From an optimization exercise on the open Yosys and OpenROAD flow, aimed at small area, a short achievable clock period and few clock cycles per item; shortcuts taken in it are not production practice. Function was checked by simulation only, so behaviour that the tests miss may differ from the original. Power is estimated from default activity; no workload was simulated.

==> run a <==
Design mac_array, start of the top module:
module mac_array #(
  parameter int DATA_WIDTH = 8,
  parameter int ACC_WIDTH  = 16,
  parameter int NUM_LANES  = 8,
  parameter int VEC_LEN    = 8,
  parameter int SIGNED     = 1
) (
  input  logic                           clk,
  input  logic                           rst_n,
  input  logic                           clr,
  input  logic                           in_valid,
  output logic                           in_ready,
  input  logic [NUM_LANES*DATA_WIDTH-1:0] a_in,
  input  logic [DATA_WIDTH-1:0]          b_in,
  input  logic                           sat_en,
  output logic                           out_valid,
  input  logic                           out_ready,
  output logic [NUM_LANES*ACC_WIDTH-1:0] acc_out,
  output logic [NUM_LANES-1:0]           overflow,
  output logic                           busy
);
  logic [2:0] cnt;             
  logic v1;                    
  logic first, last, sat;      
  logic first_n;               
  logic [11:0] benc, benc_n;   
  logic [11:0] benc_d;
  logic hold, accept, step;
  logic blk;                   
  logic v1_n, ov_n;
  assign benc_d = mac_pkg::booth_enc(b_in);
  assign hold = out_valid && !out_ready;
  assign step = v1 && !hold;
  assign in_ready = !clr && !(blk && !out_ready);
  assign accept = in_valid && in_ready;
  assign busy = (cnt != 3'd0) || (v1 && last) || out_valid;
  always_comb begin
    v1_n = v1;
    ov_n = out_valid;
    if (clr) begin
      v1_n = 1'b0;
      ov_n = 1'b0;
    end else begin
      if (accept) v1_n = 1'b1;
      else if (step) v1_n = 1'b0;
      if (step && last) ov_n = 1'b1;
      else if (out_valid && out_ready) ov_n = 1'b0;
    end
  end
  always_ff @(posedge clk or negedge rst_n) begin
    if (!rst_n) begin
      cnt <= '0;
      v1 <= 1'b0;
      out_valid <= 1'b0;
      blk <= 1'b0;
    end else begin
      if (clr) cnt <= '0;
      else if (accept) cnt <= cnt + 1'b1;
      v1 <= v1_n;
      out_valid <= ov_n;
      blk <= v1_n && ov_n;
    end
  end
  always_ff @(posedge clk) begin
    if (accept) begin
      benc <= benc_d;
  ...
==> flow/config.mk <==
export PLATFORM = sky130hd
export DESIGN_NAME = mac_array
export DESIGN_NICKNAME = mac_array
export VERILOG_FILES = /design/flow/design.v
export SDC_FILE = /design/flow/constraint.sdc
export NUM_CORES = 4
export LEC_CHECK = 0
export CAP_MARGIN = 20
export CORE_MARGIN = 2
export CORE_UTILIZATION = 40
export SETUP_SLACK_MARGIN = 1.8
export SLEW_MARGIN = 20
export TNS_END_PERCENT = 10
==> flow/constraint.sdc <==
create_clock -name core_clock -period 6.0 [get_ports {clk}]
set_input_delay 1.2000 -clock core_clock [delete_from_list [all_inputs] [get_ports {clk}]]
set_output_delay 1.2000 -clock core_clock [all_outputs]
set_load 0.01 [all_outputs]
standard.sh (not shown) runs the stock make flow with config.mk's settings and CLKGATE_MAP_FILE= SYNTH_SCRIPT=/design/flow/synth_recipe.tcl, a recipe that flattens the netlist after the stock synthesis.
==> flow/flow/run.sh <==
#!/bin/bash
# Own layout flow: the standard layout (standard synthesis unchanged), with each port buffered
# by a buf_2 instead of the default delay-buffer cell, and with timing repair free to resize a cell
# to any cell of the same function (not only the same footprint).
# The make output goes to flow_make.log here.
set -euo pipefail
cd "$(dirname "$0")/.."
bash standard.sh 'BUFFER_PORTS_ARGS=-buffer_cell sky130_fd_sc_hd__buf_2' 'MATCH_CELL_FOOTPRINT=0' finish > flow_make.log 2>&1
==> run b: changes against run a <==
==> flow/flow/run.sh (replaced) <==
#!/bin/bash
# Own layout flow: the standard layout (standard synthesis unchanged), with each port buffered
# by a buf_2 instead of the default delay-buffer cell. The make output goes to flow_make.log here.
set -euo pipefail
cd "$(dirname "$0")/.."
bash standard.sh 'BUFFER_PORTS_ARGS=-buffer_cell sky130_fd_sc_hd__buf_2' finish > flow_make.log 2>&1
--- a/flow/config.mk
+++ b/flow/config.mk
@@ -12,2 +12,2 @@
 export SLEW_MARGIN = 20
-export TNS_END_PERCENT = 10
+export TNS_END_PERCENT = 25
==> run summary <==
metric	run b	run a
Run status	timing/DRC/antenna clean	timing/DRC/antenna clean
Diodes inserted	3	1
NonClk Buf Share	8.935%	9.569%
Grt met1 use	29.53%	29.51%
Number of violations reported at the end of detailed-routing iteration 0	1320	1476
Final Critical Period	4.166 ns	4.186 ns
Capturing instance or port of the critical path	g_lane[2].u_lane.wacc[9]	g_lane[0].u_lane.wacc[11]
Critical Path Fanout Max	12	15
Worst-case clock skew	0.03205 ns	0.03275 ns
Wirelength per Cell	19.75 microns	19.88 microns
M1 WL	32730 microns	33530 microns
Terminus of the critical flop-to-flop path	g_lane[2].u_lane.wacc[9]	g_lane[0].u_lane.wacc[11]
Final worst-path setup slack	1.834 ns	1.814 ns
Vias in the first global route	20610	20590
Power consumption	0.01632 W	0.01662 W
Reg power frac	19.8%	19.5%
Maximum frequency from static timing analysis	240.0 MHz	238.9 MHz
Share of the final layout cell area in multi-input gates	55.19%	55.07%
Standard cell with the maximum stage delay on the critical path	sky130_fd_sc_hd__fa_2	sky130_fd_sc_hd__fa_1
Testbench counts of run a, summed over its fixed seeds: cycles 3,088, vectors 384.
Testbench counts of run b, summed over its fixed seeds: cycles 3,088, vectors 384.

==> what the ideal ports hide <==
The results above use ideal ports. As a check the final layouts listed here were re-extracted and re-timed, cells and wires unchanged.
Step 1 (the two cells are an assumption about what drives the block):
set clk [get_ports {clk}]
set_driving_cell -lib_cell sky130_fd_sc_hd__clkbuf_16 $clk
set_driving_cell -lib_cell sky130_fd_sc_hd__buf_2 [delete_from_list [all_inputs] $clk]
Step 2, shift: input delay + t, output delay - t, t = (earliest + latest rising clock arrival at the registers) / 2. This alone moves slack from input paths to output paths.
Three values: ideal ports, drivers, drivers and shift; two values: the first two.
run | t (ns) | slack for setup (ns) | worst slew at a driven data input, ns
run a | 0.612 | 1.814 / 1.814 / 1.814 | 0.11
run b | 0.608 | 1.834 / 1.834 / 1.834 | 0.11
After both steps setup and hold are still met in every run listed.
